Background: an optimization exercise with open tools, aiming at small area and a short achievable clock period. Do not read the settings as production practice.
Function was checked by simulation only, so behaviour that the tests miss may differ from the original.

== the reference run ==
==> flow/design.v <==
package video_pkg;
   typedef enum logic [1:0] {
      mode_view,
      mode_source,
      mode_copy,
      mode_result
   } mode_t;
   typedef logic [7:0] pixel_t;
   typedef logic [$clog2(16 * 8)-1:0] vaddr_t;
   typedef logic [$clog2(64)-1:0] hcount_t;
   typedef logic [$clog2(30)-1:0] vcount_t;
endpackage
`timescale 1ns/1ps
module video_frame_top
(
   input  logic   clk,
   input  logic   arst_n,
   input  video_pkg::mode_t  mode,
   input  logic   cam_valid,
   input  logic   cam_frame_start,
   input  video_pkg::pixel_t cam_pixel,
   input  logic   copy_start,
   output logic   copy_done,
   output video_pkg::pixel_t vid_pixel,
   output logic   vid_hsync,
   output logic   vid_vsync,
   output logic   vid_blank
);
   logic [5:0] hcount;
   logic [4:0] vcount;
   logic       hblank, vblank, hsync, vsync, blank;
   logic       hwin, vwin;
   logic       next_hblank, next_vblank, next_hwin, next_vwin;
   logic       hreset, vreset;
   assign hreset = (hcount == 6'(64 - 1));
   assign vreset = hreset && (vcount == 5'(30 - 1));
   assign next_hblank = hreset ? 1'b0 : ((hcount == 6'(48 - 1)) ? 1'b1 : hblank);
   assign next_vblank = vreset ? 1'b0 :
                        ((hreset && vcount == 5'(24 - 1)) ? 1'b1 : vblank);
   assign next_hwin   = (hcount == 6'(8 - 1)) ? 1'b1 :
                        ((hcount == 6'(8 + 16 - 1)) ? 1'b0 : hwin);
   assign next_vwin   = (hreset && vcount == 5'(4 - 1)) ? 1'b1 :
                        ((hreset && vcount == 5'(4 + 8 - 1)) ? 1'b0 : vwin);
   video_pkg::mode_t mode_q;
   logic sel_data, sel_fill;
   always_ff @(posedge clk or negedge arst_n) begin
      if (!arst_n) begin
         hcount   <= '0;
         vcount   <= '0;
         hblank   <= 1'b0;
         vblank   <= 1'b0;
         hwin     <= 1'b0;
         vwin     <= 1'b0;
         hsync    <= 1'b1;
         vsync    <= 1'b1;
         blank    <= 1'b1;
         sel_data <= 1'b0;
         sel_fill <= 1'b0;
         mode_q   <= video_pkg::mode_view;
      end else begin
         hcount <= hreset ? '0 : hcount + 1'b1;
         if (hreset) begin
            vcount <= vreset ? '0 : vcount + 1'b1;
         end
         hblank <= next_hblank;
         vblank <= next_vblank;
         hwin   <= next_hwin;
         vwin   <= next_vwin;
         hsync  <= (hcount == 6'(52 - 1)) ? 1'b0 :
                   ((hcount == 6'(58 - 1)) ? 1'b1 : hsync);
         vsync  <= (hreset && vcount == 5'(26 - 1)) ? 1'b0 :
                   ((hreset && vcount == 5'(28 - 1)) ? 1'b1 : vsync);
         blank  <= next_vblank | next_hblank;
         sel_data <= next_hwin && next_vwin && mode_q[0];
         sel_fill <= !(next_vblank || next_hblank) && !(next_hwin && next_vwin);
         mode_q   <= mode;
      end
   end
   logic       cv_q, cfs_q;
   logic [7:0] cpix_q;
   logic [6:0] wr_ptr;
   logic [6:0] this_addr;
   logic       wv_q;
   logic [6:0] wa_q;
   logic [7:0] wd_q;
   logic [3:0] wslot_idx;
   logic [7:0] wdat, wdat_n;
   logic [2:0] wtag, wtag_n;
   logic       wr0;       
   logic       wrw;       
   logic [15:0] wslot;
   logic [7:0] rd_q;
   logic       active;
   assign this_addr = cfs_q ? '0 : wr_ptr;
   always_ff @(posedge clk or negedge arst_n) begin
      if (!arst_n) begin
         cv_q   <= 1'b0;
         cfs_q  <= 1'b0;
         wr_ptr <= '0;
         wv_q   <= 1'b0;
         wr0    <= 1'b0;
         wrw    <= 1'b0;
      end else begin
         cv_q  <= cam_valid;
         cfs_q <= cam_frame_start;
         if (cv_q) begin
            wr_ptr <= this_addr + 1'b1;
         end else if (cfs_q) begin
            wr_ptr <= '0;
         end
         wv_q <= cv_q && (mode_q == video_pkg::mode_view);
         wr0  <= wv_q && (wa_q[6:4] == 3'd0);
         wrw  <= wv_q && (wa_q[6:4] != 3'd0);
      end
   end
   always_ff @(posedge clk) begin
      cpix_q <= cam_pixel;
      wa_q   <= this_addr;
      wslot_idx <= this_addr[3:0] - hcount[3:0] - 4'd12;
      wd_q   <= cpix_q;
      wdat   <= active ? rd_q : wd_q;
      wdat_n <= active ? ~rd_q : ~wd_q;
      wtag   <= wa_q[6:4];
      wtag_n <= ~wa_q[6:4];
      for (int s = 0; s < 16; s++) begin
         wslot[s] <= (wslot_idx == 4'(s));
      end
   end
   logic       cs_q;
   logic [8:0] cnt;
   logic [2:0] crow;
   logic [5:0] ck;
   logic       ld;     
   logic       last;
   logic [7:0] cdata;
   logic [3:0] bsel;
   logic [7:0] we1;
   assign crow = cnt[8:6];
   assign ck   = cnt[5:0];
   assign last = active && (cnt == {3'd7, 6'd58});
   always_ff @(posedge clk or negedge arst_n) begin
      if (!arst_n) begin
         cs_q      <= 1'b0;
         active    <= 1'b0;
         cnt       <= '0;
         copy_done <= 1'b0;
      end else begin
         cs_q <= copy_start;
         if (active) begin
            cnt <= cnt + 1'b1;
            if (last) active <= 1'b0;
         end else if (cs_q) begin
            active <= 1'b1;
            cnt    <= '0;
         end
         copy_done <= last;
      end
   end
   always_ff @(posedge clk or negedge arst_n) begin
      if (!arst_n) begin
         ld  <= 1'b0;
         we1 <= '0;
      end else begin
         ld <= active && (ck >= 6'd25) && (ck <= 6'd40);
         for (int r = 0; r < 8; r++) begin
            we1[r] <= active && (ck >= 6'd42) && (ck <= 6'd57) && (crow == 3'(r));
         end
      end
   end
   logic [7:0] wh_d [16];
   logic [2:0] wh_t [16];
   logic [15:0] wh_v;
   logic [15:0] wh_in;
   always_comb begin
      for (int j = 0; j < 16; j++) begin
         wh_in[j] = (wrw && wslot[j]) || (j == 15 && ld);
      end
   end
   always_ff @(posedge clk or negedge arst_n) begin
      if (!arst_n) begin
         wh_v <= '0;
      end else begin
         for (int j = 0; j < 15; j++) begin
            wh_v[j] <= (wrw && wslot[j]) || wh_v[j+1];
         end
         wh_v[15] <= wrw && wslot[15];
      end
   end
   always_ff @(posedge clk) begin
      for (int j = 0; j < 16; j++) begin
         if (wh_in[j]) begin
            wh_d[j] <= (j % 2 == 1) ? ~wdat : ~wdat_n;
            wh_t[j] <= (j % 2 == 1) ? ~wtag : ~wtag_n;
         end else begin
            wh_d[j] <= ~wh_d[(j + 1) % 16];
            wh_t[j] <= ~wh_t[(j + 1) % 16];
         end
      end
      bsel  <= 4'd12 - {hcount[2:0], 1'b0};
      cdata <= wh_d[bsel];
   end
   logic [7:0] b0 [8][16];
   logic [7:0] b1 [8][16];
   always_ff @(posedge clk) begin
      for (int j = 0; j < 16; j++) begin
         if (wr0 && wslot[j]) begin
            b0[0][j] <= (j % 2 == 1) ? ~wdat : ~wdat_n;
         end else begin
            b0[0][j] <= ~b0[0][(j + 1) % 16];
         end
      end
      for (int r = 1; r < 8; r++) begin
         for (int j = 0; j < 15; j++) begin
            b0[r][j] <= b0[r][j+1];
         end
         b0[r][15] <= (wh_v[0] && wh_t[0] == 3'(r)) ? wh_d[0] : b0[r][0];
      end
      for (int r = 0; r < 8; r++) begin
         for (int j = 0; j < 15; j++) begin
            b1[r][j] <= b1[r][j+1];
         end
         b1[r][15] <= we1[r] ? cdata : b1[r][0];
      end
   end
   logic [2:0] rsel;
   logic       bsel1;
   always_ff @(posedge clk) begin
      rsel  <= active ? crow : (vcount[2:0] ^ 3'd4);
      bsel1 <= !active && (mode_q == video_pkg::mode_result);
      rd_q  <= bsel1 ? b1[rsel][0] : b0[rsel][0];
   end
   logic vid_hsync_n, vid_vsync_n, vid_blank_n;
   assign vid_hsync = ~vid_hsync_n;
   assign vid_vsync = ~vid_vsync_n;
   assign vid_blank = ~vid_blank_n;
   always_ff @(posedge clk or negedge arst_n) begin
      if (!arst_n) begin
         vid_pixel   <= '0;
         vid_hsync_n <= 1'b0;
         vid_vsync_n <= 1'b0;
         vid_blank_n <= 1'b0;
      end else begin
         vid_hsync_n <= ~hsync;
         vid_vsync_n <= ~vsync;
         vid_blank_n <= ~blank;
         vid_pixel <= sel_data ? rd_q : {sel_fill, 7'd0};
      end
   end
endmodule
Settings: LEC_CHECK=0, CAP_MARGIN=20, CORE_MARGIN=2, CORE_UTILIZATION=40, CTS_CLUSTER_DIAMETER=80, CTS_CLUSTER_SIZE=32, SETUP_SLACK_MARGIN=2.0, SLEW_MARGIN=20; clock period 3.5 ns.
run.sh (not shown) runs the stock make flow with config.mk's settings and CLKGATE_MAP_FILE= SYNTH_SCRIPT=/design/flow/synth_recipe.tcl, a recipe that flattens the netlist after the stock synthesis.
Relative to the reference run, the following input files were edited for the trial run:
--- a/flow/design.v
+++ b/flow/design.v
@@ -75,59 +75,52 @@
          sel_fill <= !(next_vblank || next_hblank) && !(next_hwin && next_vwin);
          mode_q   <= mode;
       end
    end
-   logic       cv_q, cfs_q;
    logic [7:0] cpix_q;
    logic [6:0] wr_ptr;
    logic [6:0] this_addr;
    logic       wv_q;
    logic [6:0] wa_q;
-   logic [7:0] wd_q;
    logic [3:0] wslot_idx;
    logic [7:0] wdat, wdat_n;
-   logic [2:0] wtag, wtag_n;
+   logic [2:0] wtag;
+   logic [3:0] wx;
    logic       wr0;       
    logic       wrw;       
    logic [15:0] wslot;
    logic [7:0] rd_q;
    logic       active;
-   assign this_addr = cfs_q ? '0 : wr_ptr;
-   always_ff @(posedge clk or negedge arst_n) begin
-      if (!arst_n) begin
-         cv_q   <= 1'b0;
-         cfs_q  <= 1'b0;
+   assign this_addr = cam_frame_start ? '0 : wr_ptr;
+   always_ff @(posedge clk or negedge arst_n) begin
+      if (!arst_n) begin
          wr_ptr <= '0;
          wv_q   <= 1'b0;
          wr0    <= 1'b0;
          wrw    <= 1'b0;
       end else begin
-         cv_q  <= cam_valid;
-         cfs_q <= cam_frame_start;
-         if (cv_q) begin
+         if (cam_valid) begin
             wr_ptr <= this_addr + 1'b1;
-         end else if (cfs_q) begin
+         end else if (cam_frame_start) begin
             wr_ptr <= '0;
          end
-         wv_q <= cv_q && (mode_q == video_pkg::mode_view);
+         wv_q <= cam_valid && (mode == video_pkg::mode_view);
          wr0  <= wv_q && (wa_q[6:4] == 3'd0);
          wrw  <= wv_q && (wa_q[6:4] != 3'd0);
       end
    end
    always_ff @(posedge clk) begin
       cpix_q <= cam_pixel;
       wa_q   <= this_addr;
       wslot_idx <= this_addr[3:0] - hcount[3:0] - 4'd12;
-      wd_q   <= cpix_q;
-      wdat   <= active ? rd_q : wd_q;
-      wdat_n <= active ? ~rd_q : ~wd_q;
+      wdat   <= active ? rd_q : cpix_q;
+      wdat_n <= active ? ~rd_q : ~cpix_q;
       wtag   <= wa_q[6:4];
-      wtag_n <= ~wa_q[6:4];
+      wx     <= wa_q[3:0];
       for (int s = 0; s < 16; s++) begin
          wslot[s] <= (wslot_idx == 4'(s));
       end
    end
-   logic       cs_q;
    logic [8:0] cnt;
    logic [2:0] crow;
    logic [5:0] ck;
    logic       ld;     
@@ -139,18 +132,16 @@
    assign ck   = cnt[5:0];
    assign last = active && (cnt == {3'd7, 6'd58});
    always_ff @(posedge clk or negedge arst_n) begin
       if (!arst_n) begin
-         cs_q      <= 1'b0;
          active    <= 1'b0;
          cnt       <= '0;
          copy_done <= 1'b0;
       end else begin
-         cs_q <= copy_start;
          if (active) begin
             cnt <= cnt + 1'b1;
             if (last) active <= 1'b0;
-         end else if (cs_q) begin
+         end else if (copy_start) begin
             active <= 1'b1;
             cnt    <= '0;
          end
          copy_done <= last;
@@ -167,16 +158,25 @@
          end
       end
    end
    logic [7:0] wh_d [16];
-   logic [2:0] wh_t [16];
    logic [15:0] wh_v;
    logic [15:0] wh_in;
+   logic [3:0] xl, xl_n;
+   logic [2:0] rl, rl_n, rlm, rlm_n;
+   logic [3:0] xc_n;
+   logic [2:0] ctag_n;
+   logic [7:1] ctag;
    always_comb begin
       for (int j = 0; j < 16; j++) begin
          wh_in[j] = (wrw && wslot[j]) || (j == 15 && ld);
       end
    end
+   assign xl_n   = wrw ? wx : xl;
+   assign rl_n   = wrw ? wtag : rl;
+   assign rlm_n  = wrw ? wtag - 3'd1 : rlm;
+   assign xc_n   = hcount[3:0] + 4'd10;
+   assign ctag_n = (xc_n <= xl_n) ? rl_n : rlm_n;
    always_ff @(posedge clk or negedge arst_n) begin
       if (!arst_n) begin
          wh_v <= '0;
       end else begin
@@ -189,13 +189,17 @@
    always_ff @(posedge clk) begin
       for (int j = 0; j < 16; j++) begin
          if (wh_in[j]) begin
             wh_d[j] <= (j % 2 == 1) ? ~wdat : ~wdat_n;
-            wh_t[j] <= (j % 2 == 1) ? ~wtag : ~wtag_n;
          end else begin
             wh_d[j] <= ~wh_d[(j + 1) % 16];
-            wh_t[j] <= ~wh_t[(j + 1) % 16];
-         end
+         end
+      end
+      xl  <= xl_n;
+      rl  <= rl_n;
+      rlm <= rlm_n;
+      for (int r = 1; r < 8; r++) begin
+         ctag[r] <= (ctag_n == 3'(r));
       end
       bsel  <= 4'd12 - {hcount[2:0], 1'b0};
       cdata <= wh_d[bsel];
    end
@@ -212,9 +216,9 @@
       for (int r = 1; r < 8; r++) begin
          for (int j = 0; j < 15; j++) begin
             b0[r][j] <= b0[r][j+1];
          end
-         b0[r][15] <= (wh_v[0] && wh_t[0] == 3'(r)) ? wh_d[0] : b0[r][0];
+         b0[r][15] <= (wh_v[0] && ctag[r]) ? wh_d[0] : b0[r][0];
       end
       for (int r = 0; r < 8; r++) begin
          for (int j = 0; j < 15; j++) begin
             b1[r][j] <= b1[r][j+1];
==> run notes <==
Diff the trial run and the reference run: post-synthesis mux area share lower in the trial run
Compared to the reference run, the trial run has cell area after layout 850 µm² lower.
In the metrics for the trial run and the reference run, the one carrying the higher sum of met3 wire segment lengths after detailed routing is the trial run.
Taking the reference run as the reference, in the trial run met2 usage in global routing stayed essentially flat, detailed-route wire length fell by 3700 µm, via total after detailed routing fell by 0.57%, net count after synthesis fell by 30.
Compared with the reference run, the trial run shows synthesized cell area lower by 910 µm².
Mean cell area of the mapped netlist: the trial run and the reference run compared, lower one is the trial run
Going from the reference run to the trial run, the non-clock buffer count was found to have gone up by 11%.

-- re-timing with driven ports --
The results above use ideal ports. As a check the final layouts listed here were re-extracted and re-timed, cells and wires unchanged. Step 1: set_driving_cell puts a clkbuf_16 on clk and a buf_2 on each other input, an assumption about the parent block. Step 2 times the ports against the registers' clock, not the clock port: input delays grow and output delays shrink by t, the midpoint of the rising clock arrivals with the driver on. Three values: no drivers, after step 1, after step 2; two values: the first two.
run	t (ns)	slack for setup (ns)	worst hold slack (ns)	worst setup path after step 2	pins driven straight from the clock port
the reference run	0.776	1.487 / 1.413 / 1.656	0.038 / -0.014 / 0.310	register to register	1
the trial run	0.742	1.486 / 1.416 / 1.182	0.059 / 0.013 / 0.305	input to register	1
After both steps setup and hold are still met in every run listed. The setup slack of the trial run, which loses most, moves by -0.070 ns with the drivers and by -0.304 ns with both steps.
